Source: an optimization exercise on an open RTL-to-GDS flow (aim: small area and a short achievable clock period). Production flows keep margins and buffers that such runs may drop. Where RTL was checked, it was by simulation tests only, not by an equivalence proof against the original. Power figures rest on the tool's default switching activity, not on a simulated workload.

== old ==
Design spiSdCard, start of the top module:
module spiSdCard (
   input  logic sclk,
   input  logic rstn,
   input  logic ncs,
   input  logic mosi,
   output logic miso
);
   localparam int N = 256;
   localparam logic [3:0] sHunt    = 4'd0,
                          sDir     = 4'd1,
                          sFrame   = 4'd2,
                          sStart   = 4'd3,     
                          sResp    = 4'd4,     
                          sData    = 4'd5,
                          sCrc     = 4'd6,
                          sTokHunt = 4'd7,
                          sWrData  = 4'd8,
                          sWrCrc   = 4'd9,
                          sStartW  = 4'd10,    
                          sDrBusy  = 4'd11;    
   logic [3:0]             state;
   logic [10:0]            cnt;         
   logic [5:0]             idx;
   logic [6:0]             row1;        
   logic                   par;         
   logic [6:0]             row0;        
   logic                   a8;          
   logic                   fA;          
   logic                   fB;          
   logic                   appCmd;
   logic                   wasApp;      
   logic                   initDone;
   logic [7:0]             lenm1;       
   logic                   misoReg;
   logic [6:0]             shReg;
   logic                   act;
   logic [2:0]             bitc;
   logic [7:0]             byteIx;
   logic [2:0]             sIx;
   assign act    = !ncs;
   assign bitc   = cnt[2:0];
   assign byteIx = cnt[10:3];
   assign sIx    = cnt[5:3];
   assign miso   = misoReg | ncs;
   logic       hi;           
   logic       badLen;
   logic       outOfRange;
   logic       vhsOk;
   logic [8:0] endSum;
   logic [7:0] argLo;
   assign argLo      = {row1, par};
  ...
For scale: about 3400 cells after synthesis, roughly 2200 flip-flops, ~5 I/O pins, ~54000 um2 of cells after synthesis.
clock: 4.0 ns
lec_check: 0
cap_margin: 20
core_margin: 2
core_utilization: 75
cts_buf_list: sky130_fd_sc_hd__clkbuf_4 sky130_fd_sc_hd__clkbuf_8
cts_cluster_diameter: 60
cts_cluster_size: 18
setup_slack_margin: 1.7
slew_margin: 20
run.sh (not shown) runs the stock make flow with config.mk's settings and CLKGATE_MAP_FILE= SYNTH_SCRIPT=/design/flow/synth_recipe.tcl, a recipe that flattens the netlist after the stock synthesis.
Input changes introduced in new (baseline for comparison: old):
- CTS_CLUSTER_SIZE: 18 -> 16
- CORE_UTILIZATION: 75 -> 60
- SETUP_SLACK_MARGIN: 1.7 -> 1.6
- CTS_CLUSTER_DIAMETER: 60 -> 80
==> comparison <==
Every run (old and new) finished clean. For the initial standard-cell utilization of the core, new came in 15 points lower than old did. new does better than old on worst slew margin relative to its limit. Going from old to new, total routed wire length on the met1 layer shows an increase of about 6%, area after detailed placement shows an increase of 300 um2, routing usage on met3 shows a reduction of 0.47 points. Mean number of vias per cell, new vs old: down by a little under 10%. Between old and new, the top fanout value on the critical path is higher for new.
No run of this note included a check of the RTL's function; only the layout flow was run.

========
== run 1 ==
spiSdCard, a different RTL version from the one above (not shown whole).
Size: roughly 2200 flip-flops.
## spiSdCard
module spiSdCard (
   input  logic sclk,
   input  logic rstn,
   input  logic ncs,
   input  logic mosi,
   output logic miso
);
Settings: LEC_CHECK=0, ABC_AREA=1, CAP_MARGIN=20, CORE_MARGIN=2, CORE_UTILIZATION=65, CTS_BUF_LIST=sky130_fd_sc_hd__clkbuf_4 sky130_fd_sc_hd__clkbuf_8, CTS_CLUSTER_DIAMETER=60, CTS_CLUSTER_SIZE=16, SETUP_SLACK_MARGIN=2.2, SLEW_MARGIN=20; clock period 4.0 ns.
standard.sh (not shown) runs the stock make flow with config.mk's settings and CLKGATE_MAP_FILE= SYNTH_SCRIPT=/design/flow/synth_recipe.tcl, a recipe that flattens the netlist after the stock synthesis.
==> flow/flow/run.sh <==
#!/bin/bash
set -euo pipefail
bash standard.sh MATCH_CELL_FOOTPRINT=0 "CTS_ARGS=-sink_clustering_enable -repair_clock_nets -sink_clustering_size 16 -sink_clustering_max_diameter 60 -buf_list {sky130_fd_sc_hd__clkbuf_4 sky130_fd_sc_hd__clkbuf_8} -dont_use_dummy_load" finish > flow.log 2>&1
--- input diff run 1..run 2 ---
Settings: a change of SETUP_SLACK_MARGIN from 2.2 to 2.1.
==> flow/run.sh (new file) <==
#!/bin/bash
# synth_recipe.tcl (not shown) runs the flow's synth.tcl, then flattens the netlist and writes it again
# the make line also repeats each setting of config.mk as NAME=value (left out here)
make -C /OpenROAD-flow-scripts/flow DESIGN_CONFIG=/design/flow/config.mk WORK_HOME=/design/flow/orfs CLKGATE_MAP_FILE= SYNTH_SCRIPT=/design/flow/synth_recipe.tcl finish
removed: flow/flow/run.sh
removed: flow/standard.sh
Notes after the runs:
- Share of cell area taken by flip-flops and latches was lower in run 1 than in run 2.
- Largest net degree at the start of global routing of run 2 falls short of that of run 1 by more than a quarter.
- The utilization after layout in run 2 was lower than what run 1 gave.
- Diff run 1 -> run 2: overall power went up 480 µW; wire length went down about 4.6%.
- Run 2: first-iteration DRC count 6.5% above run 1
- Comparing run 2 against run 1, there is no change at all in number of instances on the worst hold path.
### run 2 -> run 3
Settings: a change of SETUP_SLACK_MARGIN from 2.1 to 2.0; a change of CTS_CLUSTER_DIAMETER from 60 to 45; a change of CTS_CLUSTER_SIZE from 16 to 22.
==> flow/flow/run.sh (new file) <==
#!/bin/bash
set -euo pipefail
bash standard.sh MATCH_CELL_FOOTPRINT=0 "CTS_ARGS=-sink_clustering_enable -repair_clock_nets -sink_clustering_size 22 -sink_clustering_max_diameter 45 -buf_list {sky130_fd_sc_hd__clkbuf_4 sky130_fd_sc_hd__clkbuf_8} -dont_use_dummy_load" finish > flow.log 2>&1
==> flow/standard.sh (new file) <==
#!/bin/bash
# synth_recipe.tcl (not shown) runs the flow's synth.tcl, then flattens the netlist and writes it again
# the make line also repeats each setting of config.mk as NAME=value (left out here)
make -C /OpenROAD-flow-scripts/flow DESIGN_CONFIG=/design/flow/config.mk WORK_HOME=/design/flow/orfs CLKGATE_MAP_FILE= SYNTH_SCRIPT=/design/flow/synth_recipe.tcl "${@:-finish}"
removed: flow/run.sh
==> results.txt <==
The met2 global-route usage of run 3 exceeds that of run 2 by 1.3 points. Part of the total power dissipated in the clock network: run 3 vs run 2 down 2.5 points. ~same met1 usage in run 2 and run 3. Changes observed in run 3 relative to run 2: cell area now sits lower, met3 routed wirelength now sits higher. Taking run 2 as the reference, in run 3 count of multi-input combinational gates ~0 delta, area occupied by registers ~0 delta, synthesized area ~0 delta. Run 2 vs run 3, capturing element of the worst setup path: miso vs misoN. Compared to run 2, run 3 has worst setup slack 110 ps higher.
Input changes introduced in run 4 (baseline for comparison: run 3):
Settings: clearing ABC_AREA, which used to be 1; swapping 45 for 60 in CTS_CLUSTER_DIAMETER; swapping 22 for 16 in CTS_CLUSTER_SIZE.
==> flow/run.sh (new file) <==
#!/bin/bash
# synth_recipe.tcl (not shown) runs the flow's synth.tcl, then flattens the netlist and writes it again
# the make line also repeats each setting of config.mk as NAME=value (left out here)
make -C /OpenROAD-flow-scripts/flow DESIGN_CONFIG=/design/flow/config.mk WORK_HOME=/design/flow/orfs CLKGATE_MAP_FILE= SYNTH_SCRIPT=/design/flow/synth_recipe.tcl finish
removed: flow/flow/run.sh
removed: flow/standard.sh
==> results.txt <==
- Routed wire length for run 4: 5.7% down relative to run 3
- simple AND/OR/NAND/NOR gates as the combinational family with the most area after synthesis was reported by run 3, and multiplexers by run 4.
- [compare] base=run 3 new=run 4: cell area after placement went down; synthesized cell count went down.
For run 5, these inputs were changed with respect to run 4:
Settings: ABC_AREA newly set to 1.
--- outcome ---
Run 5 ends up with a ratio of cells with drive above 1 in the final layout that is 7.5 points lower than in run 4. Static leakage was lower in run 4 than in run 5. Delta (run 5 minus run 4): total number of placement rows has increased, detailed placement HPWL has increased.
Changes in run 6 relative to run 5:
Settings: swapping 2.0 for 1.9 in SETUP_SLACK_MARGIN.
==> flow/flow/run.sh (new file) <==
#!/bin/bash
set -euo pipefail
bash standard.sh MATCH_CELL_FOOTPRINT=0 "CTS_ARGS=-sink_clustering_enable -repair_clock_nets -sink_clustering_size 16 -sink_clustering_max_diameter 60 -buf_list {sky130_fd_sc_hd__clkbuf_4 sky130_fd_sc_hd__clkbuf_8} -dont_use_dummy_load" finish > flow.log 2>&1
==> flow/standard.sh (new file) <==
#!/bin/bash
# synth_recipe.tcl (not shown) runs the flow's synth.tcl, then flattens the netlist and writes it again
# the make line also repeats each setting of config.mk as NAME=value (left out here)
make -C /OpenROAD-flow-scripts/flow DESIGN_CONFIG=/design/flow/config.mk WORK_HOME=/design/flow/orfs CLKGATE_MAP_FILE= SYNTH_SCRIPT=/design/flow/synth_recipe.tcl "${@:-finish}"
removed: flow/run.sh
[summary]
Run 5 vs run 6, cell with the largest stage delay on the worst path: dlygate4sd2_1 vs dlymetal6s2s_1. The standard cells in run 6 occupy less silicon area than those in run 5 do. Measured against run 6, the reported net switching power of run 5 comes out at 1.07 times the reference value. First-iteration DRC count: run 6 better than run 5. Relative to run 5, cell-internal power decreased by 1.8% in run 6.

========
The RTL this note starts from:
==> flow/design.v <==
`timescale 1ns/100ps
module spiSdCard (
   input  logic sclk,
   input  logic rstn,
   input  logic ncs,
   input  logic mosi,
   output logic miso
);
   localparam int N = 256;
   localparam logic [3:0] sHunt    = 4'd0,
                          sDir     = 4'd1,
                          sFrame   = 4'd2,
                          sStart   = 4'd3,     
                          sResp    = 4'd4,     
                          sData    = 4'd5,
                          sCrc     = 4'd6,
                          sTokHunt = 4'd7,
                          sWrData  = 4'd8,
                          sWrCrc   = 4'd9,
                          sStartW  = 4'd10,    
                          sDrBusy  = 4'd11;    
   logic [3:0]             state;
   logic [10:0]            cnt;         
   logic [5:0]             idx;
   logic [7:0]             adr;         
   logic                   a8;          
   logic                   fA;          
   logic                   fB;          
   logic                   appCmd;
   logic                   wasApp;      
   logic                   initDone;
   logic [7:0]             lenm1;       
   logic                   misoN;       
   logic                   act;
   logic [2:0]             bitc;
   logic [7:0]             byteIx;
   logic [2:0]             sIx;
   assign act    = !ncs;
   assign bitc   = cnt[2:0];
   assign byteIx = cnt[10:3];
   assign sIx    = cnt[5:3];
   assign miso   = !misoN | ncs;
   logic       hi;           
   logic       badLen;
   logic       outOfRange;
   logic       vhsOk;
   logic [8:0] endSum;
   logic [7:0] argLo;
   assign argLo      = adr;
   assign hi         = fA | fB;
   assign endSum     = {1'b0, argLo} + {1'b0, lenm1};
   assign vhsOk      = !fB && a8;
   always_ff @(posedge sclk) begin
      badLen     <= hi | (a8 == (argLo != '0));
      outOfRange <= hi | a8 | endSum[8];
   end
   logic [7:0] r1Live;
   logic       ill, pe, ae;
   logic       kR7, kR3, kRd, wrOk;
   always_comb begin
      ill = 1'b0;
      pe  = 1'b0;
      ae  = 1'b0;
      if (wasApp)
         ill = (idx != 6'd41);
      else
         case (idx)
            6'd0, 6'd8, 6'd55, 6'd58: ;
            6'd16, 6'd17, 6'd24: begin
               if (!initDone)            ill = 1'b1;
               else if (idx == 6'd16)    pe  = badLen;
               else                      ae  = outOfRange;
            end
            default: ill = 1'b1;
         endcase
   end
   logic       rLong;        
   logic       lastQ;        
   always_ff @(posedge sclk) begin
      r1Live <= {1'b0, pe, ae, 2'b00, ill, 1'b0, !initDone};
      kR7    <= !wasApp && idx == 6'd8;
      kR3    <= !wasApp && idx == 6'd58;
      rLong  <= !wasApp && (idx == 6'd8 || idx == 6'd58);
      kRd    <= !wasApp && idx == 6'd17 && initDone && !outOfRange;
      wrOk   <= !wasApp && idx == 6'd24 && initDone && !outOfRange;
      lastQ  <= byteIx == lenm1;
   end
   logic [3:0]     ph;
   logic           h;           
   logic [2:0]     k;           
   logic           hn;          
   logic [2:0]     kn;
   logic           h1;          
   logic [2:0]     k1;
   logic [16*N/2-1:0] ring;
   logic [7:0]     g  [0:3];
   logic [7:0]     gd [0:3];
   logic [5:0]     adrInc;      
   logic [3:0]     wOn;         
   logic [5:0]     rs  [0:1];   
   logic [1:0]     tq;
   logic [1:0]     wq;          
   logic [1:0]     wS;          
   logic           wrLoad;
   logic           rdNext;
   logic           wrShift;     
   logic           gOn;         
   assign h  = ~ph[3];
   assign k  = ~ph[2:0];
   assign {hn, kn} = ~(ph + 4'd1);
   assign {h1, k1} = ~(ph - 4'd1);
   always_ff @(posedge sclk)
      ph <= ph + 4'd1;
   for (genvar c = 0; c < 2; c++) begin : gCls
      always_ff @(posedge sclk) begin
         rs[c] <= (2'({c[0], hn}) < adr[1:0]) ? adrInc : adr[7:2];
         wS[c] <= hn ? wOn[2*c+1] && !(state == sWrData && adr[1:0] == 2'(2*c+1))
                     : wOn[2*c]   && !(state == sWrData && adr[1:0] == 2'(2*c));
      end
      logic [3:0]  hiS;
      logic [15:0] loS;
      always_comb
         for (int i = 0; i < 16; i++) begin
            loS[i] = rs[c][3:0] == 4'(i);
            if (i < 4)
               hiS[i] = wS[c] && rs[c][5:4] == 2'(i);
         end
      for (genvar qq = 0; qq < N/4; qq++) begin : gRow
         localparam int Q = 2*qq + c;
         logic s;
         assign s = hiS[qq/16] & loS[qq%16];
         always_ff @(posedge sclk)
            ring[16*Q +: 16] <= {ring[16*Q +: 15], (s & wq[c]) | (!s & ring[16*Q + 15])};
      end
      always_ff @(posedge sclk) begin
         tq[c] <= ring[16*(2*rs[c] + c) + 15];
         wq[c] <= hn ? g[2*c+1][kn] : g[2*c][kn];
      end
   end
   assign wrLoad = rstn && act && state == sWrData && bitc == 3'd7;
   assign rdNext = rstn && act && state == sData && bitc == 3'd7;
   assign wrShift = act && state == sWrData;
   assign gOn    = state == sStart || state == sResp || state == sData;
   assign adrInc = adr[7:2] + 6'd1;
   for (genvar j = 0; j < 4; j++) begin : gBuf
      always_comb begin
         gd[j] = g[j];
         if (gOn && h1 == j[0])
            gd[j][k1] = tq[j/2];
         if (wrShift && adr[1:0] == 2'(j))
            gd[j] = {g[j][6:0], mosi};
      end
      always_ff @(posedge sclk) begin
         g[j]    <= gd[j];
         if (wrLoad && adr[1:0] == 2'(j))
            wOn[j] <= 1'b1;
         else if (act && state == sDir)
            wOn[j] <= 1'b0;
      end
   end
   logic [7:0] curByte;
   always_comb begin
      curByte = 8'hFF;
      case (state)
         sResp:
            case (sIx)
               3'd1: curByte = r1Live;
               3'd2: curByte = kR3 ? 8'h80 : kR7 ? 8'h00 : 8'hFF;
               3'd3: curByte = kR3 ? 8'hFF : kR7 ? 8'h00 : 8'hFE;
               3'd4: curByte = kR3 ? 8'h80 : kR7 ? {7'b0, vhsOk} : 8'hFF;
               3'd5: curByte = kR3 ? 8'h00 : kR7 ? argLo : 8'hFF;
               default: ;
            endcase
         sData:   curByte = g[adr[1:0]];
         sCrc:    if (sIx[1] == 1'b0) curByte = 8'hAA;
         sDrBusy: if (sIx == 3'd0) curByte = 8'h05;
                  else if (sIx != 3'd5) curByte = 8'h00;
         default: ;
      endcase
   end
   logic decode;
   logic txOn;
   assign txOn   = state == sResp || state == sData || state == sCrc || state == sDrBusy;
   assign decode = act && state == sFrame && cnt[5:0] == 6'd46;
   always_ff @(posedge sclk) begin
      misoN <= rstn && txOn && !curByte[~bitc];
   end
   always_ff @(posedge sclk) begin
      if (act)
         cnt <= cnt + 11'd1;
      if (act && state == sFrame) begin
         if (cnt < 11'd6)
            idx <= {idx[4:0], mosi};
         if (cnt < 11'd38)
            {a8, adr} <= {adr, mosi};
         if (cnt >= 11'd6 && cnt < 11'd26)
            fA <= fA | mosi;
         if (cnt >= 11'd26 && cnt < 11'd29)
            fB <= fB | mosi;
      end
      if (rdNext || wrLoad)
         adr <= adr + 8'd1;
      if (state == sResp && act && !kRd && bitc == 3'd0 && sIx == 3'd2 && wrOk)
         adr[7:2] <= adr[7:2] - 6'd1;
      if (!rstn) begin
         state    <= sHunt;
         appCmd   <= 1'b0;
         initDone <= 1'b0;
         lenm1    <= 8'd255;
      end else begin
         case (state)
            sHunt:   if (act && !mosi) state <= sDir;
            sDir:    if (act && mosi) begin
                        state <= sFrame;
                        cnt   <= '0;
                        fA    <= 1'b0;
                        fB    <= 1'b0;
                     end
            sFrame:  if (decode) begin
                        state  <= sStart;
                        appCmd <= !appCmd && idx == 6'd55;
                        wasApp <= appCmd;
                        if (appCmd && idx == 6'd41)
                           initDone <= 1'b1;
                        if (!appCmd && idx == 6'd0)
                           initDone <= 1'b0;
                        if (!appCmd && idx == 6'd16 && initDone && !badLen)
                           lenm1 <= argLo - 8'd1;
                     end
            sStart:  begin
                        state <= sResp;
                        cnt   <= '0;
                     end
            sResp:   if (act) begin
                        if (kRd) begin
                           if (sIx == 3'd3 && bitc == 3'd7) begin
                              state <= sData;
                              cnt   <= '0;
                           end
                        end else if (bitc == 3'd0 && sIx == (rLong ? 3'd6 : 3'd2))
                           state <= wrOk ? sTokHunt : sHunt;
                     end
            sData:   if (act && bitc == 3'd7 && lastQ) begin
                        state <= sCrc;
                        cnt   <= '0;
                     end
            sCrc:    if (act && bitc == 3'd0 && sIx == 3'd2)
                        state <= sHunt;
            sTokHunt: if (act && !mosi) begin
                        state <= sWrData;
                        cnt   <= '0;
                     end
            sWrData: if (act && bitc == 3'd7 && lastQ) begin
                        state <= sWrCrc;
                        cnt   <= '0;
                     end
            sWrCrc:  if (act && cnt[3:0] == 4'd15)
                        state <= sStartW;
            sStartW: begin
                        state <= sDrBusy;
                        cnt   <= '0;
                     end
            sDrBusy: if (act && bitc == 3'd0 && sIx == 3'd5)
                        state <= sHunt;
            default: state <= sHunt;
         endcase
      end
   end
endmodule
export LEC_CHECK = 0
export ABC_AREA = 1
export CAP_MARGIN = 20
export CORE_MARGIN = 2
export CORE_UTILIZATION = 65
export CTS_BUF_LIST = sky130_fd_sc_hd__clkbuf_4 sky130_fd_sc_hd__clkbuf_8
export CTS_CLUSTER_DIAMETER = 60
export CTS_CLUSTER_SIZE = 16
export SETUP_SLACK_MARGIN = 2.0
export SLEW_MARGIN = 20
create_clock -name core_clock -period 4.0 [get_ports {sclk}]
==> flow/flow/run.sh <==
#!/bin/bash
set -euo pipefail
bash standard.sh MATCH_CELL_FOOTPRINT=0 "CTS_ARGS=-sink_clustering_enable -repair_clock_nets -sink_clustering_size 16 -sink_clustering_max_diameter 60 -buf_list {sky130_fd_sc_hd__clkbuf_4 sky130_fd_sc_hd__clkbuf_8} -dont_use_dummy_load" finish > flow.log 2>&1
The first run produced a clean layout.
Next try:
==> flow/flow/run.sh (replaced) <==
#!/bin/bash
set -euo pipefail
bash standard.sh MATCH_CELL_FOOTPRINT=0 "CTS_ARGS=-sink_clustering_enable -repair_clock_nets -sink_clustering_size 20 -sink_clustering_max_diameter 50 -buf_list {sky130_fd_sc_hd__clkbuf_4 sky130_fd_sc_hd__clkbuf_8} -dont_use_dummy_load" finish > flow.log 2>&1
- CTS_CLUSTER_DIAMETER: 60 -> 50
- CTS_CLUSTER_SIZE: 16 -> 20
Effect: The new run finished clean; global-route usage barely changes; cell area goes down slightly; synthesized area does not change; clock skew came out lower by 0.030 ns; clock power goes down by a few percent; die area does not change.

[separate check: timing with driven ports]
The flow's constraints put no driver on any port. The routed layouts listed below were extracted and timed again, unchanged, in two steps.
Step 1 (the two cells are an assumption about what drives the block):
set clk [get_ports {sclk}]
set_driving_cell -lib_cell sky130_fd_sc_hd__clkbuf_16 $clk
set_driving_cell -lib_cell sky130_fd_sc_hd__buf_2 [delete_from_list [all_inputs] $clk]
Step 2 also shifts input and output timing later by t, the mid clock arrival at the registers, as if the neighbouring blocks saw the same clock.
Slacks: ideal / step 1 / step 2; pairs: ideal / step 1.
run | t, ns | setup slack, ns | worst hold slack (ns) | worst setup path at the end
old | 0.885 | 1.738 / 1.673 / 1.053 | 0.305 / 0.305 / 0.305 | input to register
new | 0.881 | 1.477 / 1.477 / 0.945 | 0.287 / 0.287 / 0.287 | input to register
run 1 | 0.832 | 1.944 / 1.879 / 1.345 | 0.242 / 0.242 / 0.242 | input to register
run 2 | 0.870 | 1.871 / 1.807 / 1.354 | 0.308 / 0.308 / 0.308 | input to register
run 3 | 0.822 | 1.984 / 1.947 / 1.347 | 0.259 / 0.259 / 0.259 | input to register
run 4 | 0.885 | 1.810 / 1.783 / 1.261 | 0.295 / 0.295 / 0.295 | input to register
run 5 | 0.861 | 1.906 / 1.851 / 1.267 | 0.289 / 0.289 / 0.289 | input to register
run 6 | 0.844 | 1.919 / 1.892 / 1.275 | 0.260 / 0.260 / 0.260 | input to register
the first run of note 3 | 0.832 | 1.983 / 1.924 / 1.302 | 0.244 / 0.244 / 0.244 | input to register
the second run of note 3 | 0.812 | 2.019 / 1.959 / 1.337 | 0.275 / 0.275 / 0.275 | input to register
After both steps every run listed still meets setup and hold. The setup slack of old, which loses most, moves by -0.065 ns with the drivers and by -0.685 ns with both steps.
